This is an optimization exercise on Yosys and OpenROAD, whose aim is small area and a short achievable clock period, not a production implementation. RTL that was checked went through simulation tests only; none was proved equivalent to the original. The RTL of runs 2 to 6 was laid out without a check of its function. Power is estimated from default activity; no workload was simulated.

### flow/design.v
package counter_pkg;
    localparam int entry_count = 64;
    localparam int lane_count  = 4;
    localparam int lane_width  = 8;
    localparam int entry_bits  = $clog2(entry_count);
    localparam int lane_bits   = $clog2(lane_count);
    localparam int key_bits    = entry_bits + lane_bits;
    typedef logic [entry_bits-1:0]            entry_idx_t;
    typedef logic [lane_bits-1:0]             lane_idx_t;
    typedef logic [key_bits-1:0]              key_t;     
    typedef logic [lane_width-1:0]            count_t;
    typedef logic [lane_count-1:0]            lane_mask_t;
    typedef logic [lane_count*lane_width-1:0] entry_t;   
    typedef logic issue_state_t;
    localparam logic st_clear = 1'b0;
    localparam logic st_run   = 1'b1;
    typedef struct packed {
        logic       valid;   
        logic       clear;   
        entry_idx_t entry;
        lane_idx_t  lane;
        count_t     incr;
    } issued_op_t;
    typedef struct packed {
        entry_idx_t addr;
        lane_mask_t mask;    
        entry_t     data;
    } table_wr_t;
endpackage
`timescale 1ns/1ps
module request_issue (
    input  logic                    clock,
    input  logic                    rst_n,
    input  logic                    upd_valid,
    input  counter_pkg::key_t       upd_key,
    input  counter_pkg::count_t     upd_incr,
    input  logic                    query_valid,
    input  counter_pkg::entry_idx_t query_entry,
    output logic                    init_done,
    output logic                    rd_en_a,
    output counter_pkg::entry_idx_t rd_addr_a,
    output logic                    rd_en_b,
    output counter_pkg::entry_idx_t rd_addr_b,
    output counter_pkg::issued_op_t issued_op,
    output logic                    query_issued
);
    counter_pkg::issue_state_t state;
    counter_pkg::entry_idx_t   clr_idx;
    logic         clearing;
    logic         upd_go;
    logic         qry_go;
    counter_pkg::entry_idx_t   upd_entry;
    counter_pkg::lane_idx_t    upd_lane;
    assign clearing  = (state == counter_pkg::st_clear);
    assign init_done = (state == counter_pkg::st_run);
    always_ff @(posedge clock) begin
        if (!rst_n) begin
            state   <= counter_pkg::st_clear;
            clr_idx <= '0;
        end else begin
            case (state)
                counter_pkg::st_clear: begin
                    clr_idx <= clr_idx + 1'b1;
                    if (clr_idx == (counter_pkg::entry_count - 1)) begin
                        state <= counter_pkg::st_run;   
                    end
                end
                counter_pkg::st_run: begin
                    state <= counter_pkg::st_run;
                end
                default: begin
                    state <= counter_pkg::st_clear;
                end
            endcase
        end
    end
    assign upd_go    = upd_valid && !clearing;
    assign qry_go    = query_valid && !clearing;
    assign upd_entry = upd_key[counter_pkg::lane_bits +: counter_pkg::entry_bits];
    assign upd_lane  = upd_key[counter_pkg::lane_bits-1:0];
    assign rd_en_a   = upd_go;              
    assign rd_addr_a = upd_entry;
    assign rd_en_b   = qry_go;              
    assign rd_addr_b = query_entry;
    assign query_issued = qry_go;           
    always_ff @(posedge clock) begin
        if (!rst_n) begin
            issued_op.valid <= 1'b0;
            issued_op.clear <= 1'b0;
        end else begin
            issued_op.valid <= upd_go;
            issued_op.clear <= clearing;
        end
    end
    always_ff @(posedge clock) begin
        issued_op.entry <= clearing ? clr_idx : upd_entry;
        issued_op.lane  <= upd_lane;
        issued_op.incr  <= upd_incr;
    end
endmodule
`timescale 1ns/1ps
module counter_table_ram #(
    parameter int entries = counter_pkg::entry_count,
    parameter int lanes   = counter_pkg::lane_count
) (
    input  logic                    clock,
    input  logic                    rd_en_a,
    input  counter_pkg::entry_idx_t rd_addr_a,
    input  logic                    rd_en_b,
    input  counter_pkg::entry_idx_t rd_addr_b,
    input  counter_pkg::table_wr_t  wr,
    output counter_pkg::entry_t     rd_data_a,
    output counter_pkg::entry_t     rd_data_b
);
    localparam int lane_w = counter_pkg::lane_count * counter_pkg::lane_width / lanes;
    counter_pkg::entry_t mem [entries];
    counter_pkg::entry_t fwd_a;
    counter_pkg::entry_t fwd_b;
    function automatic counter_pkg::entry_t merge_wr(
        input counter_pkg::entry_t     stored,
        input counter_pkg::entry_idx_t addr,
        input counter_pkg::table_wr_t  w
    );
        counter_pkg::entry_t result;
        result = stored;
        for (int i = 0; i < lanes; i++) begin
            if (w.mask[i] && (w.addr == addr)) begin
                result[i*lane_w +: lane_w] = w.data[i*lane_w +: lane_w];
            end
        end
        merge_wr = result;
    endfunction
    always_ff @(posedge clock) begin
        for (int i = 0; i < lanes; i++) begin
            if (wr.mask[i]) begin
                mem[wr.addr][i*lane_w +: lane_w] <= wr.data[i*lane_w +: lane_w];
            end
        end
    end
    always_comb begin
        fwd_a = merge_wr(mem[rd_addr_a], rd_addr_a, wr);
        fwd_b = merge_wr(mem[rd_addr_b], rd_addr_b, wr);
    end
    always_ff @(posedge clock) begin
        if (rd_en_a) begin
            rd_data_a <= fwd_a;
        end
        if (rd_en_b) begin
            rd_data_b <= fwd_b;   
        end
    end
endmodule
`timescale 1ns/1ps
module result_stage (
    input  logic                    clock,
    input  logic                    rst_n,
    input  counter_pkg::issued_op_t issued_op,
    input  logic                    query_issued,
    input  counter_pkg::entry_t     rd_data_a,
    input  counter_pkg::entry_t     rd_data_b,
    output counter_pkg::table_wr_t  wr,
    output logic                    resp_valid,
    output counter_pkg::entry_t     resp_data
);
    counter_pkg::count_t     cur_count;
    counter_pkg::count_t     new_count;
    counter_pkg::lane_mask_t lane_sel;
    always_comb begin
        cur_count = rd_data_a[issued_op.lane*counter_pkg::lane_width +: counter_pkg::lane_width];
        new_count = cur_count + issued_op.incr;   
    end
    always_comb begin
        lane_sel = '0;
        lane_sel[issued_op.lane] = 1'b1;
    end
    always_comb begin
        wr.addr = issued_op.entry;
        wr.mask = '0;
        wr.data = {counter_pkg::lane_count{new_count}};
        if (issued_op.clear) begin
            wr.mask = '1;
            wr.data = '0;
        end else if (issued_op.valid) begin
            wr.mask = lane_sel;
        end
    end
    always_ff @(posedge clock) begin
        if (!rst_n) begin
            resp_valid <= 1'b0;
        end else begin
            resp_valid <= query_issued;
        end
    end
    assign resp_data = rd_data_b;
endmodule
`timescale 1ns/1ps
module counter_table_top (
    input  logic                    clock,
    input  logic                    rst_n,
    input  logic                    upd_valid,
    input  counter_pkg::key_t       upd_key,
    input  counter_pkg::count_t     upd_incr,
    input  logic                    query_valid,
    input  counter_pkg::entry_idx_t query_entry,
    output logic                    init_done,
    output logic                    resp_valid,
    output counter_pkg::entry_t     resp_data
);
    logic       rd_en_a;
    counter_pkg::entry_idx_t rd_addr_a;
    logic       rd_en_b;
    counter_pkg::entry_idx_t rd_addr_b;
    counter_pkg::entry_t     rd_data_a;
    counter_pkg::entry_t     rd_data_b;
    counter_pkg::issued_op_t issued_op;
    logic       query_issued;
    counter_pkg::table_wr_t  wr;
    request_issue i_issue (
        .clock        (clock),
        .rst_n        (rst_n),
        .upd_valid    (upd_valid),
        .upd_key      (upd_key),
        .upd_incr     (upd_incr),
        .query_valid  (query_valid),
        .query_entry  (query_entry),
        .init_done    (init_done),
        .rd_en_a      (rd_en_a),
        .rd_addr_a    (rd_addr_a),
        .rd_en_b      (rd_en_b),
        .rd_addr_b    (rd_addr_b),
        .issued_op    (issued_op),
        .query_issued (query_issued)
    );
    counter_table_ram #(
        .entries (counter_pkg::entry_count),
        .lanes   (counter_pkg::lane_count)
    ) i_ram (
        .clock     (clock),
        .rd_en_a   (rd_en_a),
        .rd_addr_a (rd_addr_a),
        .rd_en_b   (rd_en_b),
        .rd_addr_b (rd_addr_b),
        .wr        (wr),
        .rd_data_a (rd_data_a),
        .rd_data_b (rd_data_b)
    );
    result_stage i_result (
        .clock        (clock),
        .rst_n        (rst_n),
        .issued_op    (issued_op),
        .query_issued (query_issued),
        .rd_data_a    (rd_data_a),
        .rd_data_b    (rd_data_b),
        .wr           (wr),
        .resp_valid   (resp_valid),
        .resp_data    (resp_data)
    );
endmodule
### flow/run.sh
#!/bin/bash
# synth_recipe.tcl (not shown) runs the flow's synth.tcl, then flattens the netlist and writes it again
# the make line also repeats each setting of config.mk as NAME=value (left out here)
make -C /OpenROAD-flow-scripts/flow DESIGN_CONFIG=/design/flow/config.mk WORK_HOME=/design/flow/orfs CLKGATE_MAP_FILE= SYNTH_SCRIPT=/design/flow/synth_recipe.tcl finish
### flow/config.mk
export PLATFORM = sky130hd
export DESIGN_NAME = counter_table_top
export DESIGN_NICKNAME = counter_table_top
export VERILOG_FILES = /design/flow/design.v
export SDC_FILE = /design/flow/constraint.sdc
export NUM_CORES = 4
export LEC_CHECK = 0
export CAP_MARGIN = 20
export CORE_MARGIN = 2
export CORE_UTILIZATION = 35
export SLEW_MARGIN = 20
### flow/constraint.sdc
create_clock -name core_clock -period 4.5 [get_ports {clock}]
set_input_delay 0.9000 -clock core_clock [delete_from_list [all_inputs] [get_ports {clock}]]
set_output_delay 0.9000 -clock core_clock [all_outputs]
set_load 0.01 [all_outputs]
==> summary.txt, run 1 <==
required time reported for the critical path endpoint 5140 ps; crit path cell chain mux4_2, ha_1, fa_1, a21o_1, a21oi_2, o21ai_0, nand3_4, buf_12, buf_4; CTS Buf Count 224; All-Layer GR Usage 29.43%; Die H between 500 and 600 microns; Buffers on Ports 59; routed vias 67200; average wire per standard cell about 44 microns; weighted congestion at the end of routability-driven global placement between 1 and 1.5; setup slack of the most critical reg-to-reg path 330 ps; hold buffers post-CTS 0; count of unique library cells instantiated by Yosys 79; clock latency on the worst-skew pair 930 ps; final net count 6055; RSZ-0062 raised after global routing no; sequential element share of the synthesized area 63.78%; residual antenna-violating net count after detailed routing 0; Worst R2R End i_ram.mem[28][22]; P&R area growth vs syn 16.12%; flip-flop cell with the highest count after synthesis sky130_fd_sc_hd__edfxtp_1; fraction of registers with async set or reset after synthesis 0%; post-route clock skew 52.47 ps; Largest stage delay, worst path about 630 ps; cell count of the worst reg-to-reg path 9; Iteration-0 DRC Markers 12630; worst hold slack roughly 420 ps; PD cells 400.4 nW/um^2; wire length of the first global-routing pass 577.2 mm; floorplan die width 539.2 microns; library cell contributing the largest single delay on the critical path sky130_fd_sc_hd__edfxtp_1; core box area 285000 sq um; via density per instance 6.700; HP Start upd_incr[1]; number of cell rows around 200; max frequency 239.8 MHz; Final Critical Period 4170 ps; Final Instance Count excl. Fillers around 10000; Filler Cell Count between 20000 and 30000; worst vdd rail ir drop ~0.37 mV; number of gates resized after CTS 0; cell types with the highest counts after synthesis sky130_fd_sc_hd__edfxtp_1, sky130_fd_sc_hd__mux4_2, sky130_fd_sc_hd__mux2i_1; CP Max Fanout 95; number of clock sinks seen by CTS about 2100; syn_nets 5566; final setup violation count 0; hold violation count in the final report 0; via count of the first global-routing pass 63630; setup slack after placement 20.29 ps; Worst Slack Setup Final about 330 ps; top area cells in the synthesized netlist sky130_fd_sc_hd__edfxtp_1, sky130_fd_sc_hd__mux4_2, sky130_fd_sc_hd__mux2i_1, sky130_fd_sc_hd__a22oi_1, sky130_fd_sc_hd__nor2_1; starting density of the core 35.18%; Post-Route WL 436.9 mm; residual overflow from global routing 0; postcts setup bufs 0; reg-to-reg startpoint i_ram.rd_data_a[24]; most frequent cell after synthesis sky130_fd_sc_hd__edfxtp_1; data arrival time of the worst path 4810 ps; synthesis warning total 3; Mapped Avg Cell Area about 18 sq um; area leader, netlist sky130_fd_sc_hd__edfxtp_1; half-perimeter wire length after detailed placement ~300 mm; TritonCTS clock tree done; number of storage elements in the synthesis netlist 2138; Static Leak about 0.038 uW; detailed-route DRC error count 0; Hold Path Sink i_issue.issued_op[1]; result of the run finished clean; storage element area 63940 sq um; Max-slew headroom 8.291%; number of max-cap violations 0; Least-Margin Pin Slew 1363 ps; master cell of the clock root buffer sky130_fd_sc_hd__clkbuf_16; area of the multi-input gates 33900 sq um; maximum count of clock buffers along a single path 3; Final Max Slew Viols 0; DR pass1 iterations 6; Total Die Area 290700 sq um; placed cell areas 108800 sq um; final period utilization between 90 and 100%; number of levels the H-tree was split into 4; endpoint class of the critical path register; clock slew seen by the registers of the worst setup and hold paths 60 ps; Yosys top cell area share 63.26%; Post-synth EDFFs 2112; number of antenna violations at the first check in global routing 57; Mapped Area around 100000 sq um; final std cell area, no fill 116400 sq um; Hold Crit Depth 1; kind of cell with the highest combined delay on the critical path buffers and inverters; proportion of layout cells with a drive suffix above 1 31.62%; crit path launch type register; Critical Setup Path Class register to register; Cells after Synth 5531; number of top-level pins 60; path type of the worst min-delay path input pin to register; number of buffers and inverters on the critical path 2; total instance count after detailed placement roughly 9600; pin count of the biggest net entering global routing 129
## worst reg2reg max path, delay by kind of cell, from the launching register on
kind | cells | cell delay [ps]
DFF | 1 | 630
adders and majority gates | 2 | 680
muxes | 1 | 570
buffers and inverters | 2 | 1090
AOI/OAI and AO/OA | 3 | 570
and+or+nand+nor | 1 | 340
## metal layers
layer  vias up  global-route usage (%)  share of wire (%)
met4        42                   20.77                8.2
met5         -                  0.7726               0.14
met2      6363                   41.53                 42
met3      1433                   11.49                 15
met1     34920                   36.83                 34
li1      24440                       -                  -
## registers in the layout, summed over array words and instances, names as in the netlist
register,flops
i_issue.issued_op,18
i_ram.mem,2048
i_result.resp_valid,1
i_issue.state,1
i_issue.clr_idx,6
i_ram.rd_data_a,32
i_ram.rd_data_b,32
## how the worst max path moves through the flow
stage / slack (ps) / end / startpoint / depth (start not counted)
6_report: 330 / i_ram.mem[28][22] / i_ram.rd_data_a[24] / 9
4_1_cts: 460 / i_ram.mem[2][6] / i_ram.rd_data_a[24] / 9
3_3_place_gp: -20 / i_ram.rd_data_a[12] / upd_key[2] / 9
2_1_floorplan: -440 / i_ram.mem[0][0] / i_issue.issued_op[8] / 5
5_1_grt: 220 / i_ram.mem[28][22] / i_issue.issued_op[8] / 9
3_5_place_dp: 20 / i_ram.rd_data_a[12] / upd_key[2] / 9
## where the power goes
part / internal, uW / switching (uW) / leakage, uW / total (uW)
registers: 22400 / 61.3 / 0.0195 / 22500
clock network: 10800 / 8290 / 0.00361 / 19100
logic: 1590 / 3430 / 0.0150 / 5020
total: 34800 / 11800 / 0.0381 / 46600
## cells in the final DEF (no fill, tap or decap), drive strengths merged, types with 14 or more instances in the layout
master	instances
mux2i	327
a211oi	29
a22oi	201
and2	25
edfxtp	2112
nor3	46
mux2	25
clkinv	102
clkdlybuf4s50	47
diode	55
dfxtp	26
o211ai	22
clkinvlp	14
nor4	16
xnor2	18
and3	23
inv	18
a21oi	82
or3	15
nand3	89
o22ai	88
mux4	904
o221ai	24
bufinv	28
clkbuf	273
nor2b	40
o21ai	66
nand2	296
a221oi	29
a31oi	41
buf	645
nor2	321
nand4	20
a22o	35
nand2b	25
## area by class of cell
type                    instances  share of cell area [%]
diodes                         55                  0.1182
clock buffers                 273                   4.991
well taps                    3762                   4.043
multi-input cells            2947                   29.12
flip-flops and latches       2138                   54.93
clock inverters               145                   1.383
inverters                      17                 0.07738
repair buffers                692                   5.343
## kinds of logic after synthesis
| family | synth area share (%) |
|---|---|
| xor+xnor | 0.1835 |
| compound gates | 5.036 |
| mux | 23.91 |
| simple gates | 4.293 |
| fa+ha+maj | 0.1198 |
| flops | 63.78 |
| buf+inv | 2.682 |
## per-stage QoR
step	TNS, ps	util [%]	power [uW]
3_3_place_gp	-17.46	38.18	27670
6_report	0	40.85	46620
2_1_floorplan	-194630	-	25510
5_1_grt	0	40.81	47380
4_1_cts	0	40.79	46420
3_5_place_dp	0	38.19	27720
==> run 2: changes to the inputs <==
==> flow/design.v (replaced) <==
`timescale 1ns/1ps
module counter_table_top (
    input  logic        clock,
    input  logic        rst_n,
    input  logic        upd_valid,
    input  logic [7:0]  upd_key,
    input  logic [7:0]  upd_incr,
    input  logic        query_valid,
    input  logic [5:0]  query_entry,
    output logic        init_done,
    output logic        resp_valid,
    output logic [31:0] resp_data
);
    logic [511:0] tbl [4];
    logic clr;
    always_ff @(posedge clock) begin
        clr       <= !rst_n;
        init_done <= rst_n;
    end
    logic       a_v;
    logic [7:0] a_key, a_inc;
    logic [7:0] a_rq [4];
    logic       a_s1, a_s2;              
    logic [3:0] a_sq;                    
    logic       b_v;
    logic [7:0] b_key, b_nv;
    logic [7:0] c_nv;
    logic       h1, h2;
    assign h1 = a_v && (upd_key == a_key);    
    assign h2 = b_v && (upd_key == b_key);    
    always_ff @(posedge clock) begin
        if (!rst_n) begin
            a_v <= 1'b0;
        end else begin
            a_v <= upd_valid && !clr;
        end
        a_s1  <= h1;
        a_s2  <= !h1 && h2;
        for (int g = 0; g < 4; g++) begin
            a_sq[g] <= !h1 && !h2 && (upd_key[7:6] == g[1:0]);
        end
        a_key <= upd_key;
        a_inc <= upd_incr;
        for (int g = 0; g < 4; g++) begin
            a_rq[g] <= tbl[g][upd_key[5:0]*8 +: 8];
        end
    end
    logic [7:0] a_nv;
    always_comb begin
        a_nv = ({8{a_s1}} & (b_nv + a_inc))
             | ({8{a_s2}} & (c_nv + a_inc));
        for (int g = 0; g < 4; g++) begin
            a_nv = a_nv | ({8{a_sq[g]}} & (a_rq[g] + a_inc));    
        end
    end
    logic [7:0] b_ehi;    
    logic [7:0] b_elo;    
    logic [3:0] b_ln;     
    logic [7:0] b_wd [4];    
    always_ff @(posedge clock) begin
        if (!rst_n) begin
            b_v  <= 1'b0;
            b_ln <= '0;
            for (int g = 0; g < 4; g++) begin
                b_wd[g] <= '0;
            end
        end else begin
            b_v  <= a_v;
            for (int l = 0; l < 4; l++) begin
                b_ln[l] <= a_v && (a_key[1:0] == l[1:0]);
            end
            for (int g = 0; g < 4; g++) begin
                b_wd[g] <= (a_key[7:6] == g[1:0]) ? a_nv : 8'h00;
            end
        end
        for (int i = 0; i < 8; i++) begin
            b_ehi[i] <= (a_key[7:5] == i[2:0]);
            b_elo[i] <= (a_key[4:2] == i[2:0]);
        end
        b_key <= a_key;
        b_nv  <= a_nv;
        c_nv  <= b_nv;
    end
    logic [63:0] wr_entry;
    logic [3:0]  wr_lane;
    always_comb begin
        for (int e = 0; e < 64; e++) begin
            wr_entry[e] = clr || (b_ehi[e / 8] && b_elo[e % 8]);
        end
        for (int l = 0; l < 4; l++) begin
            wr_lane[l] = clr || b_ln[l];
        end
    end
    always_ff @(posedge clock) begin
        for (int c = 0; c < 256; c++) begin
            if (wr_entry[c / 4] && wr_lane[c % 4]) begin
                tbl[c / 64][(c % 64)*8 +: 8] <= b_wd[c / 64];
            end
        end
    end
    logic        q_v;
    logic [1:0]  q_g;
    logic [31:0] q_d [4];
    logic        q_f2h, q_f1h;   
    logic [1:0]  q_f2l, q_f1l;
    logic [7:0]  q_f2d;
    logic [31:0] q_sel;
    always_ff @(posedge clock) begin
        if (!rst_n) begin
            q_v <= 1'b0;
            resp_valid <= 1'b0;
        end else begin
            q_v <= query_valid && !clr;
            resp_valid <= q_v;
        end
        q_g <= query_entry[5:4];
        for (int g = 0; g < 4; g++) begin
            q_d[g] <= tbl[g][query_entry[3:0]*32 +: 32];
        end
        q_f2h <= b_v && (b_key[7:2] == query_entry);
        q_f2l <= b_key[1:0];
        q_f2d <= b_nv;
        q_f1h <= a_v && (a_key[7:2] == query_entry);
        q_f1l <= a_key[1:0];
    end
    always_comb begin
        q_sel = q_d[q_g];
        for (int l = 0; l < 4; l++) begin
            if (q_f1h && (q_f1l == l[1:0])) begin
                q_sel[l*8 +: 8] = b_nv;            
            end else if (q_f2h && (q_f2l == l[1:0])) begin
                q_sel[l*8 +: 8] = q_f2d;           
            end
        end
    end
    always_ff @(posedge clock) begin
        resp_data <= q_sel;
    end
endmodule
--- a/flow/config.mk
+++ b/flow/config.mk
@@ -5,7 +5,11 @@
 export SDC_FILE = /design/flow/constraint.sdc
 export NUM_CORES = 4
 export LEC_CHECK = 0
+export ABC_CLOCK_PERIOD_IN_PS = 2200
 export CAP_MARGIN = 20
 export CORE_MARGIN = 2
-export CORE_UTILIZATION = 35
+export CORE_UTILIZATION = 60
+export CTS_CLUSTER_DIAMETER = 60
+export CTS_CLUSTER_SIZE = 30
+export SETUP_SLACK_MARGIN = 2.25
 export SLEW_MARGIN = 20
==> run 2 against run 1 <==
Non-clock buffer count down 319. Utilization up 27 points. Fmax up 73%. Setup slack better by 1800 ps. Hold slack better by 27 ps. Flip-flop and latch count up 212. Synthesized cell count down 9.2%. Largest cell class unchanged. Highest routed layer unchanged.
==> summary.txt, run 2 <==
result of the run finished clean; Buffers on Ports 59; via density per instance 7.897; number of top-level pins 60; flip-flop cell with the highest count after synthesis sky130_fd_sc_hd__edfxtp_1; P&R area growth vs syn 12.06%; All-Layer GR Usage slightly above 40%; master cell of the clock root buffer sky130_fd_sc_hd__clkbuf_16; final net count 5195; Iteration-0 DRC Markers 10880; CTS Buf Count 153; Final Max Slew Viols 0; crit path cell chain ha_4, fa_2, a211oi_2, o21bai_1, a21oi_2, mux2i_4, nor4_4, buf_4, a21oi_4; residual antenna-violating net count after detailed routing 0; floorplan die width about 420 microns; path type of the worst min-delay path register to register; Mapped Area 105400 sq um; most common library cell in the layout ignoring fill and taps sky130_fd_sc_hd__edfxtp_1; Mapped Avg Cell Area 20.99 sq um; crit path launch type register; clock slew seen by the registers of the worst setup and hold paths 90 ps; post-route setup TNS 0 ps; library cell contributing the largest single delay on the critical path sky130_fd_sc_hd__dfxtp_4; routed wl met3 45.83 mm; maximum count of clock buffers along a single path 3; number of max-cap violations 0; data arrival time of the worst path roughly 3200 ps; number of storage elements in the synthesis netlist 2350; Yosys top cell area share 58.35%; wire length on met1 125.3 mm; Die H ~420 microns; synthesis warning total 5; Max-slew headroom 26.23%; Cells after Synth between 5000 and 6000; final setup violation count 0; Least-Margin Pin Slew between 1000 and 1500 ps; kind of cell with the highest combined delay on the critical path compound AO/OA/AOI/OAI gates; number of buffers and inverters on the critical path 1; max frequency a little over 400 MHz; sequential element share of the synthesized area 64.09%; top area cells in the synthesized netlist sky130_fd_sc_hd__edfxtp_1, sky130_fd_sc_hd__mux4_2, sky130_fd_sc_hd__dfxtp_1, sky130_fd_sc_hd__a21o_1, sky130_fd_sc_hd__clkbuf_1; max reg flops between 2000 and 2500; worst hold slack around 440 ps; Filler Cell Count 10960; clock latency on the worst-skew pair 860 ps; wire length of the first global-routing pass around 490 mm; routed vias 59960; worst vdd rail ir drop about 0.42 mV; DR top layer met5; residual overflow from global routing 0; detailed-route DRC error count 0; RSZ-0062 raised after global routing yes; TritonCTS clock tree done; Post-Route WL approximately 360 mm; area leader, netlist sky130_fd_sc_hd__edfxtp_1; core box area 174200 sq um; Critical Setup Path Class register to register; post-route clock skew 45.46 ps; syn_nets 5094; cell types with the highest counts after synthesis sky130_fd_sc_hd__edfxtp_1, sky130_fd_sc_hd__mux4_2, sky130_fd_sc_hd__dfxtp_1; average wire per standard cell 47.43 microns; hold buffers post-CTS 0; proportion of layout cells with a drive suffix above 1 42.78%; number of clock sinks seen by CTS 2350; CP Max Fanout 6; count of unique library cells instantiated by Yosys 56; pin count of the biggest net entering global routing 65; hold violation count in the final report 0; Top Registers tbl: 2048 flops, q_d: 128 flops; Largest stage delay, worst path 440 ps; number of antenna violations at the first check in global routing 36; weighted congestion at the end of routability-driven global placement 0.9698; register ranked first by flip-flop count tbl; PD cells around 430 nW/um^2; half-perimeter wire length after detailed placement about 240 mm; number of levels the H-tree was split into 4; via count of the first global-routing pass 57350; starting density of the core 60.50%; number of cell rows between 150 and 200; Final Critical Period ~2400 ps; Static Leak 0.04137 uW; total length of routed met2 wires about 170 mm; DR pass1 iterations 6; endpoint class of the critical path register; leading cell types in the layout, fill and taps excluded sky130_fd_sc_hd__edfxtp_1, sky130_fd_sc_hd__mux4_2, sky130_fd_sc_hd__dfxtp_1; final period utilization 53.64%; Total Die Area 179000 sq um; required time reported for the critical path endpoint 5270 ps; fraction of registers with async set or reset after synthesis 0%; Post-synth EDFFs approximately 2000; most frequent cell after synthesis sky130_fd_sc_hd__edfxtp_1
[run 2: cell count changes after synthesis, moves of 46 or more]
cell                       delta
sky130_fd_sc_hd__a22oi_1    -143
sky130_fd_sc_hd__a21o_1     +205
sky130_fd_sc_hd__nand3_1     -82
sky130_fd_sc_hd__buf_6       -46
sky130_fd_sc_hd__buf_4       -64
sky130_fd_sc_hd__edfxtp_1    -64
sky130_fd_sc_hd__dfxtp_1    +276
sky130_fd_sc_hd__nand2_1    -232
sky130_fd_sc_hd__o22ai_1     -80
sky130_fd_sc_hd__a31o_2      +60
sky130_fd_sc_hd__mux2i_1    -263
sky130_fd_sc_hd__clkbuf_1   +127
sky130_fd_sc_hd__mux4_2     +402
sky130_fd_sc_hd__nor2_1     -264
[run 2: what timing repair did]
action                     4_1_cts  5_1_grt
cloned                          21       15
gates resized for setup        391      128
setup endpoints to repair     1636      312
buffers inserted                43       56
pin swaps                       30       37
[run 2: final timing paths]
path | startpoint | endpoint | slack, ps | cells past startpoint
worst max-delay path | a_inc[0] | b_wd[1][6] | 2090 | 9
worst min-delay path | b_nv[2] | q_f2d[2] | 440 | 0
worst max register to register | a_inc[0] | b_wd[1][6] | 2090 | 9
worst min register to register | b_nv[2] | q_f2d[2] | 440 | 0
[run 2: stage by stage]
step                instances  power, uW  util [%]  setup slack [ps]  area, sq um
finish                   7593      50400     67.80              2086       118100
global route             7580      51320     67.78              2028       118100
CTS                      7506      49940     66.88              2066       116500
detailed placement       7156      34070     62.61             663.6       109100
global placement         7153      34010     62.57             666.0       109000
floorplan                5020      30850         -              1862       106900
[run 2: logic make-up (layout without fill, tap and decap cells)]
family | after synthesis | in the layout | share of synthesized area (%)
DFF | 2350 | 2350 | 64.09
muxes | 1361 | 1361 | 28.26
AOI/OAI and AO/OA | 510 | 510 | 3.484
buffers and inverters | 438 | 670 | 1.815
and+or+nand+nor | 259 | 259 | 1.289
xor gates and xnor gates | 54 | 54 | 0.4488
adders and majority gates | 48 | 48 | 0.6126
other | 0 | 16 | 0
[run 2: final cells by class]
cell class | instances | area (sq um) | share of cell area [%]
Multi-Input combinational cell | 2232 | 36800 | 31.16
Sequential cell | 2350 | 67760 | 57.38
Antenna cell | 16 | 40.04 | 0.03390
Tap cell | 2325 | 2909 | 2.463
Inverter | 11 | 41.29 | 0.03496
Clock buffer | 169 | 4079 | 3.454
Timing Repair Buffer | 373 | 5001 | 4.235
Clock inverter | 117 | 1470 | 1.245
[run 2: worst reg2reg max path, stage by stage (launching register included)]
cell	delay, ps
sky130_fd_sc_hd__dfxtp_4	440
sky130_fd_sc_hd__ha_4	200
sky130_fd_sc_hd__fa_2	410
sky130_fd_sc_hd__a211oi_2	250
sky130_fd_sc_hd__o21bai_1	110
sky130_fd_sc_hd__a21oi_2	210
sky130_fd_sc_hd__mux2i_4	320
sky130_fd_sc_hd__nor4_4	80
sky130_fd_sc_hd__buf_4	180
sky130_fd_sc_hd__a21oi_4	140
[run 2: power by group]
group | leakage [uW] | switching [uW] | total, uW | internal [uW]
combinational | 0.0150 | 3900 | 7220 | 3330
sequential | 0.0237 | 1640 | 27200 | 25600
clock | 0.00268 | 8540 | 16000 | 7440
total | 0.0414 | 14100 | 50400 | 36300
[run 2: routing by layer]
layer	vias up	global-route usage, %
li1	22060	-
met1	32220	56.22
met2	4868	60.71
met3	798	10.00
met4	14	20.32
met5	-	0
==> run 3: changes to the inputs <==
--- a/flow/design.v
+++ b/flow/design.v
@@ -99,8 +99,7 @@
         end
     end
     logic        q_v;
-    logic [1:0]  q_g;
-    logic [31:0] q_d [4];
+    logic [31:0] q_d;
     logic        q_f2h, q_f1h;   
     logic [1:0]  q_f2l, q_f1l;
     logic [7:0]  q_f2d;
@@ -113,10 +112,7 @@
             q_v <= query_valid && !clr;
             resp_valid <= q_v;
         end
-        q_g <= query_entry[5:4];
-        for (int g = 0; g < 4; g++) begin
-            q_d[g] <= tbl[g][query_entry[3:0]*32 +: 32];
-        end
+        q_d <= tbl[query_entry[5:4]][query_entry[3:0]*32 +: 32];
         q_f2h <= b_v && (b_key[7:2] == query_entry);
         q_f2l <= b_key[1:0];
         q_f2d <= b_nv;
@@ -124,7 +120,7 @@
         q_f1l <= a_key[1:0];
     end
     always_comb begin
-        q_sel = q_d[q_g];
+        q_sel = q_d;
         for (int l = 0; l < 4; l++) begin
             if (q_f1h && (q_f1l == l[1:0])) begin
                 q_sel[l*8 +: 8] = b_nv;            
==> run 3 against run 2 <==
Still clean. Combinational power up 32%. Utilization up 3.1 points. Critical path depth is 1 higher. Via count rose by 29%. Die area decreased by 0.54%. Wire length up 47%. Final cell count up 16%. Synthesized cell count rose by 16%. Clock skew rose by 1.6 ps. Fmax shrank 12%. Critical endpoint is now q_d[18]. Highest routed layer unchanged.
==> summary.txt, run 3 <==
RSZ-0062 raised after global routing yes; most frequent cell after synthesis sky130_fd_sc_hd__edfxtp_1; average wire per standard cell 60.29 microns; Iteration-0 DRC Markers approximately 19000; count of unique library cells instantiated by Yosys slightly below 70; Cells after Synth approximately 5800; total instance count after detailed placement 8059; Post-synth EDFFs 2048; Buffers on Ports 59; residual overflow from global routing 0; worst vdd rail ir drop 0.6315 mV; setup slack after placement 55.68 ps; Least-Margin Pin Slew roughly 1300 ps; top area cells in the synthesized netlist sky130_fd_sc_hd__edfxtp_1, sky130_fd_sc_hd__mux4_2, sky130_fd_sc_hd__dfxtp_1, sky130_fd_sc_hd__mux2i_1, sky130_fd_sc_hd__a21o_1; max reg flops 2048; crit path launch type input pin; CP Max Fanout 11; final setup violation count 0; number of storage elements in the synthesis netlist 2252; PD cells 425.2 nW/um^2; endpoint class of the critical path register; sequential element share of the synthesized area 62.57%; Mapped Area roughly 100000 sq um; Post-Route WL 530.4 mm; Max-slew headroom between 10% and 20%; path type of the worst min-delay path register to register; leading cell types in the layout, fill and taps excluded sky130_fd_sc_hd__edfxtp_1, sky130_fd_sc_hd__mux4_2, sky130_fd_sc_hd__buf_4; Design Power 52360 uW; Final Critical Period 2750 ps; Yosys top cell area share 58.67%; flip-flop cell with the highest count after synthesis sky130_fd_sc_hd__edfxtp_1; proportion of layout cells with a drive suffix above 1 about two fifths; crit path cell chain buf_16, buf_12, clkinv_2, clkbuf_16, nand2_1, buf_4, o22ai_1, buf_4, a211oi_4, o21ai_2; data arrival time of the worst path 3490 ps; All-Layer GR Usage roughly three fifths; syn_nets 5908; clock latency on the worst-skew pair 900 ps; most numerous cell on the critical path sky130_fd_sc_hd__buf_4; maximum count of clock buffers along a single path 3; TritonCTS clock tree done; Worst Slack Setup Final 1750 ps; weighted congestion at the end of routability-driven global placement roughly 1.1; final std cell area, no fill 123100 sq um; core box area 173600 sq um; cell types with the highest counts after synthesis sky130_fd_sc_hd__edfxtp_1, sky130_fd_sc_hd__mux4_2, sky130_fd_sc_hd__mux2i_1; placed cell areas 109400 sq um; Mapped Avg Cell Area approximately 18 sq um; Largest stage delay, worst path 590 ps; starting density of the core 60.37%; final net count 6327; via density per instance slightly below 9; hold violation count in the final report 0; required time reported for the critical path endpoint 5240 ps; number of top-level pins 60; number of antenna violations at the first check in global routing between 100 and 150; hold buffers post-CTS 0; Total Die Area between 150000 and 200000 sq um; residual antenna-violating net count after detailed routing 0; max frequency 363.7 MHz; pin count of the biggest net entering global routing 84; Static Leak around 0.044 uW; register ranked first by flip-flop count tbl; most common library cell in the layout ignoring fill and taps sky130_fd_sc_hd__edfxtp_1; detailed-route DRC error count 0; master cell of the clock root buffer sky130_fd_sc_hd__clkbuf_16; floorplan die width 422.0 microns; number of clock sinks seen by CTS 2252; P&R area growth vs syn 17.47%; area leader, netlist sky130_fd_sc_hd__edfxtp_1; half-perimeter wire length after detailed placement 362.7 mm; clock slew seen by the registers of the worst setup and hold paths about 100 ps; number of cell rows 153; result of the run finished clean; Die H 422.0 microns; routed vias about 78000; DR pass1 iterations 12; post-route clock skew ~47 ps; final period utilization 61.11%; Final Max Slew Viols 0; number of levels the H-tree was split into 4; post-route setup TNS 0 ps; fraction of registers with async set or reset after synthesis 0%; library cell contributing the largest single delay on the critical path sky130_fd_sc_hd__a211oi_4; via count of the first global-routing pass 67450; CTS Buf Count 158; number of max-cap violations 0; Final Instance Count excl. Fillers 8798; wire length of the first global-routing pass approximately 670 mm; synthesis warning total 4; Critical Setup Path Class input pin to register
## run 3: cell types whose count changed after synthesis, sizes merged, moves of 35 or more
cell,previous run,this run
a21oi,65,215
clkbuf,233,191
o22ai,8,43
buf,194,311
nand2,64,184
mux4,1291,1019
dfxtp,302,204
mux2i,64,320
o21ai,33,126
a211oi,31,122
nor2,54,273
## run 3: final timing paths
| kind | slack, ps | depth (start not counted) | start | end |
|---|---|---|---|---|
| setup / recovery | 1750 | 10 | query_entry[0] | q_d[18] |
| hold / removal | 420 | 0 | b_nv[0] | c_nv[0] |
| setup reg to reg | 1840 | 4 | tbl[0][274] | q_d[18] |
| hold reg to reg | 420 | 0 | b_nv[0] | c_nv[0] |
## run 3: power by group
group / internal, uW / switching [uW]
clock: 7470 / 8690
sequential: 24600 / 2050
combinational: 3690 / 5850
total: 35800 / 16600
## run 3: worst max-delay path, delay by kind of cell
family	cells	cell delay, ps
simple gates	1	100
buf+inv	6	1520
compound gates	3	920
## run 3: kinds of logic (layout without fill, tap and decap cells)
family / after synthesis / after routing / synth area share (%)
flops: 2252 / 2252 / 62.57
mux: 1351 / 1351 / 25.08
compound gates: 974 / 974 / 6.270
simple gates: 642 / 642 / 2.741
buf+inv: 516 / 1068 / 2.301
xor+xnor: 51 / 51 / 0.4261
fa+ha+maj: 48 / 48 / 0.6159
other cells: 0 / 87 / 0
## run 3: per-layer routing
layer / track usage, % / vias to the layer above / wire length, microns
li1: - / 25430 / -
met4: 40.13 / 120 / 55500
met5: 7.124 / - / 3202
met2: 75.57 / 10530 / 202900
met1: 68.49 / 38810 / 156600
met3: 39.11 / 2675 / 112300
## run 3: area by class of cell
class	count	area, sq um
Multi-Input combinational cell	3066	39000
Timing Repair Buffer	761	9569
Clock buffer	177	4247
Antenna cell	87	217.7
Sequential cell	2252	65770
Inverter	14	53.80
Clock inverter	116	1365
Tap cell	2325	2909
Fill cell	10560	50500
## run 3: timing repair
| action | 4_1_cts | 5_1_grt |
|---|---|---|
| endpoints found under the setup margin | 1581 | 459 |
| endpoints found under the hold margin | 0 | 0 |
| resized for setup | 686 | 283 |
| cloned | 52 | 16 |
| setup buffers | 170 | 121 |
| pin swaps | 71 | 98 |
## run 3: through the flow
stage / hold slack, ps / util (%)
after floorplan: 329.0 / -
after global placement: 415.3 / 63.00
after detailed placement: 418.8 / 63.01
after CTS: 423.3 / 69.27
after global routing: 422.2 / 70.84
final: 424.7 / 70.92
==> run 4: changes to the inputs <==
--- a/flow/config.mk
+++ b/flow/config.mk
@@ -8,7 +8,7 @@
 export ABC_CLOCK_PERIOD_IN_PS = 2200
 export CAP_MARGIN = 20
 export CORE_MARGIN = 2
-export CORE_UTILIZATION = 60
+export CORE_UTILIZATION = 70
 export CTS_CLUSTER_DIAMETER = 60
 export CTS_CLUSTER_SIZE = 30
 export SETUP_SLACK_MARGIN = 2.25
==> run 4 against run 3 <==
The flow now stops in global routing (5_1_grt). Area after synthesis unchanged. Synthesized cell count unchanged.
==> summary.txt, run 4 <==
worst endpoint type sequential cell input; fraction of synthesized cell area in xor and xnor cells less than 1%; Stop Error [ERROR GRT-0232] Routing congestion too high. Check the congestion heatmap in the GUI.; area leader, netlist sky130_fd_sc_hd__edfxtp_1; number of top-level pins 60; adder and majority gate portion of the synthesized area less than 1%; number of levels the H-tree was split into 4; result of the run aborted with a tool error; flip-flop cell with the highest count after synthesis sky130_fd_sc_hd__edfxtp_1; maximum count of clock buffers along a single path 3; starting density of the core 70.23%; synthesis warning total 4; number of clock sinks seen by CTS 2252; master cell of the clock root buffer sky130_fd_sc_hd__clkbuf_16; CTS Buf Count around 150; residual overflow from global routing 66; top area cells in the synthesized netlist sky130_fd_sc_hd__edfxtp_1, sky130_fd_sc_hd__mux4_2, sky130_fd_sc_hd__dfxtp_1, sky130_fd_sc_hd__mux2i_1, sky130_fd_sc_hd__a21o_1; Post-synth EDFFs 2048; sequential element share of the synthesized area 62.57%; Yosys top cell area share 58.67%; fraction of the mapped netlist area in simple logic gates 2.741%; count of unique library cells instantiated by Yosys 69; Die H 391.0 microns; cell types with the highest counts after synthesis sky130_fd_sc_hd__edfxtp_1, sky130_fd_sc_hd__mux4_2, sky130_fd_sc_hd__mux2i_1; Cells after Synth 5834; weighted congestion at the end of routability-driven global placement 1.178; number of cell rows between 100 and 150; number of storage elements in the synthesis netlist 2252; fraction of registers with async set or reset after synthesis 0%; Mapped Avg Cell Area about 18 sq um; floorplan die width 391.0 microns; setup slack after placement 277.5 ps; Mapped Area 104800 sq um; pin count of the biggest net entering global routing 104; All-Layer GR Usage between 80 and 90%; half-perimeter wire length after detailed placement roughly 340 mm; combinational family with the most area after synthesis multiplexers; area fraction in compound gates after synthesis 6.270%; endpoint with the least setup slack after the last global-route repair a_rq[2][6]$_DFF_P_/D; number of antenna violations at the first check in global routing 158; Buffers on Ports 59; Exit stage global routing (5_1_grt); multiplexer fraction of the synthesized cell area approximately 25%; most frequent cell after synthesis sky130_fd_sc_hd__edfxtp_1; syn_nets about 5900
run 4: cell counts after synthesis:
No cell type changed its count.
run 4: power by group through the flow:
stage	registers (uW)	clock network (uW)	logic, uW
after CTS	26300	15200	8290
after floorplan	25600	0	4220
after global placement	26600	0	7090
after detailed placement	26700	0	7200
run 4: cells by family after synthesis:
group                    after synthesis
adder cells (fa/ha/maj)               48
buffers and inverters                516
AND/OR/NAND/NOR                      642
XOR/XNOR                              51
multiplexers                        1351
flip-flops                          2252
AO/OA/AOI/OAI                        974
run 4: worst max path at each step:
stage	slack (ps)	startpoint	end	cells past startpoint
3_3_place_gp	330	query_entry[0]	q_d[16]	7
2_1_floorplan	1780	query_entry[5]	q_d[23]	8
4_1_cts	2000	query_entry[3]	q_d[16]	9
3_5_place_dp	280	query_entry[0]	q_d[16]	7
run 4: stage by stage:
stage	total power [uW]	instances	instance area (sq um)	util [%]
floorplan	29870	5834	106300	-
global placement	33690	7613	108500	72.68
detailed placement	33950	7614	108500	72.70
CTS	49730	8147	119800	80.27
run 4: routing by layer:
metal	overflow	global-route usage, %
met2	35	91.18
met5	0	58.25
met3	3	76.02
met1	0	83.18
met4	28	76.08
run 4: what timing repair did:
item	4_1_cts
setup buffers	193
hold buffers	0
gates resized for setup	688
pin swaps	70
endpoints found under the setup margin	1593
cloned	68
==> run 5: changes to the inputs <==
--- a/flow/design.v
+++ b/flow/design.v
@@ -99,7 +99,8 @@
         end
     end
     logic        q_v;
-    logic [31:0] q_d;
+    logic [1:0]  q_g;
+    logic [31:0] q_d [4];
     logic        q_f2h, q_f1h;   
     logic [1:0]  q_f2l, q_f1l;
     logic [7:0]  q_f2d;
@@ -112,7 +113,10 @@
             q_v <= query_valid && !clr;
             resp_valid <= q_v;
         end
-        q_d <= tbl[query_entry[5:4]][query_entry[3:0]*32 +: 32];
+        q_g <= query_entry[5:4];
+        for (int g = 0; g < 4; g++) begin
+            q_d[g] <= tbl[g][query_entry[3:0]*32 +: 32];
+        end
         q_f2h <= b_v && (b_key[7:2] == query_entry);
         q_f2l <= b_key[1:0];
         q_f2d <= b_nv;
@@ -120,7 +124,7 @@
         q_f1l <= a_key[1:0];
     end
     always_comb begin
-        q_sel = q_d;
+        q_sel = q_d[q_g];
         for (int l = 0; l < 4; l++) begin
             if (q_f1h && (q_f1l == l[1:0])) begin
                 q_sel[l*8 +: 8] = b_nv;            
--- a/flow/config.mk
+++ b/flow/config.mk
@@ -8,8 +8,8 @@
 export ABC_CLOCK_PERIOD_IN_PS = 2200
 export CAP_MARGIN = 20
 export CORE_MARGIN = 2
-export CORE_UTILIZATION = 70
-export CTS_CLUSTER_DIAMETER = 60
-export CTS_CLUSTER_SIZE = 30
+export CORE_UTILIZATION = 60
+export CTS_CLUSTER_DIAMETER = 70
+export CTS_CLUSTER_SIZE = 38
 export SETUP_SLACK_MARGIN = 2.25
 export SLEW_MARGIN = 20
==> run 5 against run 4 <==
Now clean on timing, DRC and antenna. Synthesized cell count fell by 14%. Area after synthesis rose by 0.54%.
==> summary.txt, run 5 <==
top area cells in the synthesized netlist sky130_fd_sc_hd__edfxtp_1, sky130_fd_sc_hd__mux4_2, sky130_fd_sc_hd__dfxtp_1, sky130_fd_sc_hd__a21o_1, sky130_fd_sc_hd__clkbuf_1; Top Registers tbl: 2048 flops, q_d: 128 flops; met2 capacity usage during global routing approximately three fifths; HP Start b_nv[2]; count of unique library cells instantiated by Yosys 56; Die H 423.1 microns; Buffers on Ports 59; RSZ-0062 raised after global routing yes; number of cell rows 153; leading cell types in the layout, fill and taps excluded sky130_fd_sc_hd__edfxtp_1, sky130_fd_sc_hd__mux4_2, sky130_fd_sc_hd__dfxtp_1; Final Max Slew Viols 0; post-route clock skew 28.80 ps; number of storage elements in the synthesis netlist 2350; flip-flop cell with the highest count after synthesis sky130_fd_sc_hd__edfxtp_1; number of clock sinks seen by CTS roughly 2400; worst hold slack 441.5 ps; maximum count of clock buffers along a single path 3; worst vdd rail ir drop between 0.4 and 0.5 mV; Total Die Area 179000 sq um; endpoint class of the critical path register; setup slack of the most critical reg-to-reg path around 2100 ps; P&R area growth vs syn 10.98%; path type of the worst min-delay path register to register; number of max-cap violations 0; number of antenna violations at the first check in global routing 38; master cell of the clock root buffer sky130_fd_sc_hd__clkbuf_16; Least-Margin Pin Slew 1047 ps; Mapped Area 105400 sq um; floorplan die width 423.1 microns; area leader, netlist sky130_fd_sc_hd__edfxtp_1; pin count of the biggest net entering global routing 65; Post-Route WL 358.3 mm; number of top-level pins 60; most frequent cell after synthesis sky130_fd_sc_hd__edfxtp_1; All-Layer GR Usage 40.26%; weighted congestion at the end of routability-driven global placement 0.9698; total instance count after detailed placement between 7000 and 8000; Max-slew headroom 30.02%; hold violation count in the final report 0; syn_nets 5094; max frequency 413.3 MHz; DR pass1 iterations 6; average wire per standard cell around 48 microns; Worst R2R End b_wd[2][6]; CTS Buf Count 142; via density per instance around 7.9; cell count of the worst reg-to-reg path 9; final period utilization roughly 54%; fraction of registers with async set or reset after synthesis 0%; final net count 5158; setup slack after placement 663.6 ps; max reg flops roughly 2000; Yosys top cell area share 58.35%; register ranked first by flip-flop count tbl; core box area 174200 sq um; cell types with the highest counts after synthesis sky130_fd_sc_hd__edfxtp_1, sky130_fd_sc_hd__mux4_2, sky130_fd_sc_hd__dfxtp_1; Mapped Avg Cell Area 20.99 sq um; wire length of the first global-routing pass 484.1 mm; PD cells about 420 nW/um^2; half-perimeter wire length after detailed placement 242.6 mm; Final Instance Count excl. Fillers between 7000 and 8000; Critical Setup Path Class register to register; sequential element share of the synthesized area 64.09%; post-route setup TNS 0 ps; required time reported for the critical path endpoint ~5300 ps; result of the run finished clean; layer carrying the most global-route usage met2; global routing usage on met1 55.82%; starting density of the core 60.50%; crit path launch type register; residual antenna-violating net count after detailed routing 0; clock latency on the worst-skew pair roughly 850 ps; detailed-route DRC error count 0; met3 demand-to-capacity share in global routing roughly a tenth; proportion of layout cells with a drive suffix above 1 41.53%; synthesis warning total 5; Post-synth EDFFs 2048; number of levels the H-tree was split into 4; start point of the critical path a_inc[0]; Static Leak 0.04087 uW; residual overflow from global routing 0; data arrival time of the worst path 3170 ps; routed vias 59580; via count of the first global-routing pass 56980; Cells after Synth ~5000; capture point of the critical path b_wd[2][6]; TritonCTS clock tree done; final setup violation count 0; most common library cell in the layout ignoring fill and taps sky130_fd_sc_hd__edfxtp_1; clock slew seen by the registers of the worst setup and hold paths about 90 ps; Iteration-0 DRC Markers between 10000 and 15000; reg-to-reg startpoint a_inc[0]; Worst Slack Setup Final 2081 ps; Final Critical Period 2419 ps; CP Max Fanout 6
[run 5: cell count changes after synthesis, sizes merged, moves of 16 or more]
cell    before   now
mux2i      320    64
a211oi     122    31
a22oi       76    58
mux4      1019  1291
dfxtp      204   302
clkbuf     191   233
nor3        24     8
o22ai       43     8
nor2       273    54
o21ai      126    33
a21oi      215    65
nand2      184    64
nand3       23     7
buf        311   194
[run 5: what timing repair did]
item                                    in CTS  in global routing
gates cloned                                17                 12
buffers inserted                            33                 47
hold buffers                                 0                  0
gates resized for setup                    366                102
endpoints found under the hold margin        0                  0
endpoints found under the setup margin    1597                483
pin swaps                                   24                 21
[run 5: worst min path at each step]
| stage | to | slack [ps] | cells after the start |
|---|---|---|---|
| after floorplan | b_key[2] | 330 | 0 |
| after global placement | resp_valid | 420 | 1 |
| after detailed placement | resp_valid | 430 | 1 |
| after CTS | b_key[1] | 450 | 0 |
| after global routing | q_f2d[2] | 440 | 0 |
| final | q_f2d[2] | 440 | 0 |
[run 5: logic make-up (layout without fill, tap and decap cells)]
logic type                 count (synthesis)  count (layout)  share of synthesized area (%)
AOI/OAI and AO/OA                        510             510                          3.484
xor gates and xnor gates                  54              54                         0.4488
adders and majority gates                 48              48                         0.6126
buffers and inverters                    438             610                          1.815
DFF                                     2350            2350                          64.09
muxes                                   1361            1361                          28.26
other                                      0              23                              0
and+or+nand+nor                          259             259                          1.289
[run 5: cell type report]
| type | count | area, sq um |
|---|---|---|
| diodes | 23 | 57.56 |
| clock buffers | 158 | 3751 |
| clock inverters | 94 | 1289 |
| fillers | 11150 | 57240 |
| inverters | 11 | 41.29 |
| multi-input cells | 2232 | 36650 |
| flip-flops and latches | 2350 | 67760 |
| well taps | 2325 | 2909 |
| repair buffers | 347 | 4513 |
[run 5: layer usage]
layer / wire length, microns / up-vias
li1: - / 21950
met1: 125100 / 32100
met2: 165900 / 4705
met3: 44720 / 798
met4: 22390 / 24
met5: 141 / -
[run 5: through the flow]
step | utilization (%) | area, sq um | total power, uW
3_5_place_dp | 62.61 | 109100 | 34070
4_1_cts | 66.39 | 115700 | 49010
6_report | 67.14 | 117000 | 49450
3_3_place_gp | 62.57 | 109000 | 34010
2_1_floorplan | - | 106900 | 30850
5_1_grt | 67.11 | 116900 | 50380
[run 5: power by group]
group | internal (uW) | switching [uW]
Sequential | 25600 | 1640
Clock | 7100 | 8020
Combinational | 3270 | 3860
Total | 35900 | 13500
[run 5: critical path, stage by stage, from the launching register on]
cell	delay (ps)
sky130_fd_sc_hd__dfxtp_4	440
sky130_fd_sc_hd__ha_4	210
sky130_fd_sc_hd__fa_2	420
sky130_fd_sc_hd__a211oi_2	250
sky130_fd_sc_hd__o21bai_1	110
sky130_fd_sc_hd__a21oi_2	210
sky130_fd_sc_hd__mux2i_4	320
sky130_fd_sc_hd__nor4_4	80
sky130_fd_sc_hd__buf_6	150
sky130_fd_sc_hd__a21oi_4	140
==> run 6: changes to the inputs <==
--- a/flow/design.v
+++ b/flow/design.v
@@ -56,21 +56,16 @@
     logic [7:0] b_ehi;    
     logic [7:0] b_elo;    
     logic [3:0] b_ln;     
-    logic [7:0] b_wd [4];    
     always_ff @(posedge clock) begin
         if (!rst_n) begin
             b_v  <= 1'b0;
             b_ln <= '0;
-            for (int g = 0; g < 4; g++) begin
-                b_wd[g] <= '0;
-            end
+            b_nv <= '0;
         end else begin
             b_v  <= a_v;
+            b_nv <= a_nv;
             for (int l = 0; l < 4; l++) begin
                 b_ln[l] <= a_v && (a_key[1:0] == l[1:0]);
-            end
-            for (int g = 0; g < 4; g++) begin
-                b_wd[g] <= (a_key[7:6] == g[1:0]) ? a_nv : 8'h00;
             end
         end
         for (int i = 0; i < 8; i++) begin
@@ -78,7 +73,6 @@
             b_elo[i] <= (a_key[4:2] == i[2:0]);
         end
         b_key <= a_key;
-        b_nv  <= a_nv;
         c_nv  <= b_nv;
     end
     logic [63:0] wr_entry;
@@ -94,7 +88,7 @@
     always_ff @(posedge clock) begin
         for (int c = 0; c < 256; c++) begin
             if (wr_entry[c / 4] && wr_lane[c % 4]) begin
-                tbl[c / 64][(c % 64)*8 +: 8] <= b_wd[c / 64];
+                tbl[c / 64][(c % 64)*8 +: 8] <= b_nv;
             end
         end
     end
==> run 6 against run 5 <==
Highest routed layer unchanged. Area after synthesis is 0.34% lower. Clock skew is 12 ps higher. Synthesized cell count is 1.9% higher. Flip-flop and latch count is 32 lower.
==> summary.txt, run 6 <==
max frequency between 400 and 500 MHz; worst vdd rail ir drop approximately 0.47 mV; path length in cells of the critical path 6; detailed-route DRC error count 0; data arrival time of the worst path between 3000 and 4000 ps; All-Layer GR Usage 40.09%; cell types with the highest counts after synthesis sky130_fd_sc_hd__edfxtp_1, sky130_fd_sc_hd__mux4_2, sky130_fd_sc_hd__dfxtp_1; CP Max Fanout 38; required time reported for the critical path endpoint around 5300 ps; P&R area growth vs syn 10.16%; switching portion of total power around 30%; path type of the worst min-delay path input pin to register; Cells after Synth 5116; number of antenna violations at the first check in global routing 32; post-route clock skew just over 40 ps; number of top-level pins 60; Mapped Area 105000 sq um; maximum count of clock buffers along a single path 3; residual overflow from global routing 0; Die H around 420 microns; flip-flop cell with the highest count after synthesis sky130_fd_sc_hd__edfxtp_1; Final Critical Period 2373 ps; met2 capacity usage during global routing 59.56%; sequential share of power between 50 and 60%; Post-Route WL 357.2 mm; capture point of the critical path a_rq[1][4]; RSZ-0062 raised after global routing yes; Least-Margin Pin Slew 1152 ps; Filler Cell Count 11350; floorplan die width 422.4 microns; Total Die Area 178400 sq um; result of the run finished clean; internal power consumption 39370 uW; cell count of the worst reg-to-reg path 7; Largest stage delay, worst path around 640 ps; number of max-cap violations 0; Sw Pwr 16810 uW; Hold Crit Depth 1; number of cell rows 153; Buffers on Ports 59; sequential element share of the synthesized area 63.70%; DR pass1 iterations 6; core box area 173800 sq um; hold buffers post-CTS 0; proportion of layout cells with a drive suffix above 1 38.11%; syn_nets 5190; residual antenna-violating net count after detailed routing 0; weighted congestion at the end of routability-driven global placement 0.9899; Mapped Avg Cell Area 20.53 sq um; crit path launch type input pin; Critical Setup Path Class input pin to register; Worst R2R End b_nv[6]; crit path cell chain buf_6, buf_12, nand2b_1, o211ai_1, o22ai_1, nor2_1; master cell of the clock root buffer sky130_fd_sc_hd__clkbuf_16; Iteration-0 DRC Markers between 10000 and 15000; top area cells in the synthesized netlist sky130_fd_sc_hd__edfxtp_1, sky130_fd_sc_hd__mux4_2, sky130_fd_sc_hd__dfxtp_1, sky130_fd_sc_hd__a21o_1, sky130_fd_sc_hd__mux2i_1; Final Max Slew Viols 0; CTS Buf Count 140; number of buffers and inverters on the critical path 2; count of unique library cells instantiated by Yosys between 50 and 60; final setup violation count 0; Max-slew headroom 23.19%; hold violation count in the final report 0; layer carrying the most global-route usage met2; number of levels the H-tree was split into 4; portion of total power attributed to the clock network a little over a quarter; wire length of the first global-routing pass 482.6 mm; average wire per standard cell 47.05 microns; library cell contributing the largest single delay on the critical path sky130_fd_sc_hd__o211ai_1; portion of total power attributed to combinational logic 19.0%; via density per instance 7.889; final net count ~5200; area of the multi-input gates approximately 36000 sq um; post-route setup TNS 0 ps; start point of the critical path upd_key[3]; number of storage elements in the synthesis netlist 2318; final period utilization 52.73%; Yosys top cell area share between 50% and 60%; Static Leak 0.04019 uW; starting density of the core 60.43%; most common library cell in the layout ignoring fill and taps sky130_fd_sc_hd__edfxtp_1; storage element area 67060 sq um; endpoint class of the critical path register; area leader, netlist sky130_fd_sc_hd__edfxtp_1; number of clock sinks seen by CTS 2318; Post-synth EDFFs 2048; synthesis warning total 4; worst hold slack 385.7 ps; max reg flops between 2000 and 2500; met3 demand-to-capacity share in global routing between 10% and 20%; kind of cell with the highest combined delay on the critical path compound AO/OA/AOI/OAI gates; clock latency on the worst-skew pair between 800 and 900 ps; TritonCTS clock tree done; via count of the first global-routing pass 56740; Top Registers tbl: 2048 flops, q_d: 128 flops; most frequent cell after synthesis sky130_fd_sc_hd__edfxtp_1; half-perimeter wire length after detailed placement 242.6 mm; setup slack of the most critical reg-to-reg path 2160 ps; PD cells 485.5 nW/um^2; reg-to-reg startpoint a_inc[6]; register ranked first by flip-flop count tbl; clock slew seen by the registers of the worst setup and hold paths 90 ps; global routing usage on met1 56.26%; fraction of registers with async set or reset after synthesis 0%; leading cell types in the layout, fill and taps excluded sky130_fd_sc_hd__edfxtp_1, sky130_fd_sc_hd__mux4_2, sky130_fd_sc_hd__dfxtp_1; routed vias 59900; pin count of the biggest net entering global routing 157
==> run 6: cell types whose count changed after synthesis, moves of 18 or more <==
cell / before / now
sky130_fd_sc_hd__mux2i_1: 64 / 132
sky130_fd_sc_hd__o211ai_1: 1 / 19
sky130_fd_sc_hd__buf_2: 125 / 151
sky130_fd_sc_hd__o22ai_1: 8 / 60
sky130_fd_sc_hd__nand3_1: 7 / 25
sky130_fd_sc_hd__nand2b_1: 10 / 36
sky130_fd_sc_hd__nor2_1: 54 / 73
sky130_fd_sc_hd__dfxtp_1: 302 / 270
sky130_fd_sc_hd__clkbuf_1: 233 / 214
sky130_fd_sc_hd__mux4_2: 1291 / 1244
==> run 6: power by group through the flow <==
stage	Sequential [uW]	Combinational, uW	Clock, uW
after floorplan	30000	5600	0
after global placement	30800	9900	0
after detailed placement	30900	9960	0
after CTS	30400	10300	15000
after global routing	30700	10900	15700
final	30500	10700	14900
==> run 6: cells by family (layout without fill, tap and decap cells) <==
logic type               count (synthesis)  count (layout)  synth area share [%]
AO/OA/AOI/OAI                          563             563                 3.809
XOR/XNOR                                46              46                0.3836
multiplexers                          1381            1381                 27.98
adder cells (fa/ha/maj)                 48              48                0.6147
flip-flops                            2318            2318                 63.70
AND/OR/NAND/NOR                        311             311                 1.566
other                                    0              17                     0
buffers and inverters                  449             584                 1.945
==> run 6: worst min-delay path by stage <==
stage               startpoint       end  slack [ps]
floorplan             a_key[2]  b_key[2]         330
global route        upd_key[4]  a_key[4]         350
finish              upd_key[4]  a_key[4]         390
detailed placement    b_key[0]  q_f2l[0]         410
global placement      b_key[0]  q_f2l[0]         410
CTS                 upd_key[4]  a_key[4]         350
==> run 6: worst register-to-register path: cells and delay by family (launching register included) <==
kind,cells,cell delay [ps]
AO/OA/AOI/OAI,4,1000
flip-flops,1,630
AND/OR/NAND/NOR,2,330
adder cells (fa/ha/maj),1,290
==> run 6: layout make-up <==
type                       count  area share (%)
inverter                      10         0.03244
antenna                       17         0.03677
clock inverter               101           1.192
clock buffer                 150           3.152
multi-input combinational   2349           31.54
sequential                  2318           57.96
tap                         2325           2.514
timing repair buffer         323           3.573
==> run 6: layer usage <==
metal / up-vias / wire, microns
li1: 22210 / -
met1: 31920 / 127300
met2: 4983 / 163200
met3: 769 / 45690
met4: 24 / 20840
met5: - / 169
==> run 6: per-stage QoR <==
stage | std cells | utilization (%) | power, uW | setup slack [ps] | area, sq um
3_3_place_gp | 7267 | 62.65 | 40710 | 661.5 | 108900
2_1_floorplan | 5116 | - | 35620 | 1742 | 105200
6_report | 7593 | 66.57 | 56180 | 2127 | 115700
5_1_grt | 7580 | 66.55 | 57330 | 2116 | 115700
4_1_cts | 7549 | 66.18 | 55670 | 2147 | 115000
3_5_place_dp | 7267 | 62.65 | 40850 | 718.5 | 108900
==> run 6: what timing repair did <==
action | 4_1_cts | 5_1_grt
cloned | 9 | 10
pin swaps | 11 | 10
endpoints found under the setup margin | 1083 | 148
gates resized for setup | 324 | 47
buffers inserted | 22 | 17
==> run 7: changes to the inputs <==
--- a/flow/design.v
+++ b/flow/design.v
@@ -13,10 +13,12 @@
 );
     logic [511:0] tbl [4];
     logic clr;
+    logic run;
     always_ff @(posedge clock) begin
-        clr       <= !rst_n;
-        init_done <= rst_n;
+        clr <= !rst_n;
     end
+    assign init_done = !clr;
+    assign run       = rst_n && !clr;    
     logic       a_v;
     logic [7:0] a_key, a_inc;
     logic [7:0] a_rq [4];
@@ -60,10 +62,8 @@
         if (!rst_n) begin
             b_v  <= 1'b0;
             b_ln <= '0;
-            b_nv <= '0;
         end else begin
             b_v  <= a_v;
-            b_nv <= a_nv;
             for (int l = 0; l < 4; l++) begin
                 b_ln[l] <= a_v && (a_key[1:0] == l[1:0]);
             end
@@ -73,10 +73,12 @@
             b_elo[i] <= (a_key[4:2] == i[2:0]);
         end
         b_key <= a_key;
+        b_nv  <= a_nv;
         c_nv  <= b_nv;
     end
     logic [63:0] wr_entry;
     logic [3:0]  wr_lane;
+    logic [7:0]  wr_data;
     always_comb begin
         for (int e = 0; e < 64; e++) begin
             wr_entry[e] = clr || (b_ehi[e / 8] && b_elo[e % 8]);
@@ -84,11 +86,12 @@
         for (int l = 0; l < 4; l++) begin
             wr_lane[l] = clr || b_ln[l];
         end
+        wr_data = clr ? 8'h00 : b_nv;
     end
     always_ff @(posedge clock) begin
         for (int c = 0; c < 256; c++) begin
             if (wr_entry[c / 4] && wr_lane[c % 4]) begin
-                tbl[c / 64][(c % 64)*8 +: 8] <= b_nv;
+                tbl[c / 64][(c % 64)*8 +: 8] <= wr_data;
             end
         end
     end
--- a/flow/config.mk
+++ b/flow/config.mk
@@ -9,7 +9,8 @@
 export CAP_MARGIN = 20
 export CORE_MARGIN = 2
 export CORE_UTILIZATION = 60
-export CTS_CLUSTER_DIAMETER = 70
-export CTS_CLUSTER_SIZE = 38
+export CTS_CLUSTER_DIAMETER = 60
+export CTS_CLUSTER_SIZE = 30
 export SETUP_SLACK_MARGIN = 2.25
 export SLEW_MARGIN = 20
+export TNS_END_PERCENT = 10
==> run 7 against run 6 <==
Still clean. Clock skew up 1.7 ps. Flip-flop and latch count down 1. Register-to-register slack got worse by 130 ps. Count of clock-buffer cells in the layout is 34 higher. Fmax shrank 3.9%. Cell area is essentially flat. Clock power up about 10%. Final cell count grew 3.6%. First-iteration DRC count up 0.82%. Power increased by 2.0%.
==> summary.txt, run 7 <==
hold violation count in the final report 0; Design Power approximately 57000 uW; worst vdd rail ir drop 0.4937 mV; via count of the first global-routing pass about 57000; Least-Margin Pin Slew between 1000 and 1500 ps; DR pass1 iterations 8; final setup violation count 0; Mapped Avg Cell Area 19.60 sq um; Post-synth EDFFs ~2000; residual overflow from global routing 0; Final Critical Period 2468 ps; final net count roughly 5500; Filler Cell Count 11420; residual antenna-violating net count after detailed routing 0; hold buffers post-CTS 0; leading cell types in the layout, fill and taps excluded sky130_fd_sc_hd__edfxtp_1, sky130_fd_sc_hd__mux4_2, sky130_fd_sc_hd__nand2_1; cell types with the highest counts after synthesis sky130_fd_sc_hd__edfxtp_1, sky130_fd_sc_hd__mux4_2, sky130_fd_sc_hd__nand2_1; number of antenna violations at the first check in global routing 46; Max-slew headroom 23.11%; register ranked first by flip-flop count tbl; Critical Setup Path Class register to register; Yosys top cell area share between 50% and 60%; wire length of the first global-routing pass 482.8 mm; crit path launch type register; weighted congestion at the end of routability-driven global placement 0.9872; PD cells 495.2 nW/um^2; Cells after Synth 5348; library cell contributing the largest single delay on the critical path sky130_fd_sc_hd__nor2b_4; TritonCTS clock tree done; via density per instance a little under 8; most common library cell in the layout ignoring fill and taps sky130_fd_sc_hd__edfxtp_1; number of buffers and inverters on the critical path 3; detailed-route DRC error count 0; required time reported for the critical path endpoint 5030 ps; P&R area growth vs syn 10.41%; data arrival time of the worst path 3000 ps; sequential element share of the synthesized area 63.81%; number of storage elements in the synthesis netlist 2317; endpoint class of the critical path register; synthesis warning total 4; CP Max Fanout 128; syn_nets 5422; result of the run finished clean; floorplan die width 422.0 microns; crit path cell chain buf_4, buf_4, nor2b_4, buf_12; post-route clock skew 42.42 ps; Iteration-0 DRC Markers 10590; number of cell rows 153; cell count of the worst reg-to-reg path 4; core box area 173600 sq um; proportion of layout cells with a drive suffix above 1 34.69%; average wire per standard cell around 45 microns; Top Registers tbl: 2048 flops, q_d: 128 flops; Die H 422.0 microns; most frequent cell after synthesis sky130_fd_sc_hd__edfxtp_1; top area cells in the synthesized netlist sky130_fd_sc_hd__edfxtp_1, sky130_fd_sc_hd__mux4_2, sky130_fd_sc_hd__dfxtp_1, sky130_fd_sc_hd__nand2_1, sky130_fd_sc_hd__mux2i_1; number of clock sinks seen by CTS 2317; path type of the worst min-delay path input pin to register; setup slack after placement around 670 ps; number of max-cap violations 0; most numerous cell on the critical path sky130_fd_sc_hd__buf_4; Mapped Area 104800 sq um; max frequency 405.2 MHz; max reg flops ~2000; placed cell areas 108800 sq um; master cell of the clock root buffer sky130_fd_sc_hd__clkbuf_16; Total Die Area 178100 sq um; area leader, netlist sky130_fd_sc_hd__edfxtp_1; Worst Slack Setup Final 2032 ps; Hold Crit Depth 1; Final Max Slew Viols 0; path length in cells of the critical path 4; routed vias about 60000; starting density of the core 60.37%; Static Leak about 0.04 uW; final std cell area, no fill 115700 sq um; CTS Buf Count 161; pin count of the biggest net entering global routing 161; flip-flop cell with the highest count after synthesis sky130_fd_sc_hd__edfxtp_1; number of top-level pins 60; RSZ-0062 raised after global routing yes; post-route setup TNS 0 ps; number of levels the H-tree was split into 4; All-Layer GR Usage 40.10%; clock slew seen by the registers of the worst setup and hold paths 90 ps; Post-Route WL 354.7 mm; fraction of registers with async set or reset after synthesis 0%; Buffers on Ports 59; final period utilization 54.84%; Largest stage delay, worst path 580 ps; kind of cell with the highest combined delay on the critical path buffers and inverters; maximum count of clock buffers along a single path 3; half-perimeter wire length after detailed placement 239.8 mm; count of unique library cells instantiated by Yosys 53; clock latency on the worst-skew pair 860 ps
==> run 7: changes by cell type after synthesis, sizes merged, moves of 13 or more <==
cell / delta
nand3: +67
a31o: -59
nand2: +445
buf: -14
a211oi: -20
xnor2: +13
a21o: -199
==> run 7: kinds of logic (layout without fill, tap and decap cells) <==
logic type	count (synthesis)	in the layout	share of synthesized area, %
DFF	2317	2317	63.81
muxes	1378	1378	27.99
and+or+nand+nor	809	811	3.409
buffers and inverters	450	617	1.936
AOI/OAI and AO/OA	289	289	1.765
xor gates and xnor gates	57	57	0.4763
adders and majority gates	48	48	0.6159
other	0	22	0
==> run 7: timing repair <==
action                                  4_1_cts  5_1_grt
pin swaps                                     2        0
setup buffers                                 9        9
endpoints found under the setup margin      882     1345
resized for setup                           260        9
cloned                                       16        3
==> run 7: power breakdown <==
part	switching (uW)	internal (uW)
clock network	8570	7840
registers	2270	28000
logic	6090	4570
total	16900	40400
==> run 7: final cells by class <==
cell class                      instances  area, sq um  share of cell area, %
Antenna cell                           22        55.05                0.04757
Timing Repair inverter                  2        20.02                0.01730
Multi-Input combinational cell       2583        36120                  31.21
Timing Repair Buffer                  300         3746                  3.237
Clock buffer                          184         4299                  3.715
Sequential cell                      2317        66980                  57.87
Tap cell                             2325         2909                  2.514
Inverter                               14        78.83                0.06811
Clock inverter                        117         1524                  1.317
==> run 7: final timing paths <==
| path | slack [ps] | end | startpoint |
|---|---|---|---|
| setup / recovery | 2030 | tbl[2][72] | clr |
| hold / removal | 340 | a_key[5] | upd_key[5] |
| setup reg to reg | 2030 | tbl[2][72] | clr |
| hold reg to reg | 430 | q_f2l[0] | b_key[0] |
==> run 7: routing by layer <==
metal	global-route usage, %	part of all wire (%)	up-vias
li1	-	-	22630
met1	55.63	35	32000
met2	61.29	47	4924
met3	9.171	12	832
met4	19.15	6.0	28
met5	0	0.052	-
==> run 7: through the flow <==
step,hold slack (ps),std cells,util (%)
2_1_floorplan,329.0,5348,-
3_3_place_gp,408.6,7503,62.67
3_5_place_dp,414.2,7503,62.67
4_1_cts,318.4,7829,66.53
5_1_grt,335.9,7843,66.62
6_report,344.7,7864,66.66

Check on run 7: ideal ports give 2.032 ns setup slack; a clkbuf_16 on the clock port and buf_2 on the inputs give 1.933 ns; moving port delays by the midpoint clock arrival (0.938 ns) as well gives 0.996 ns.
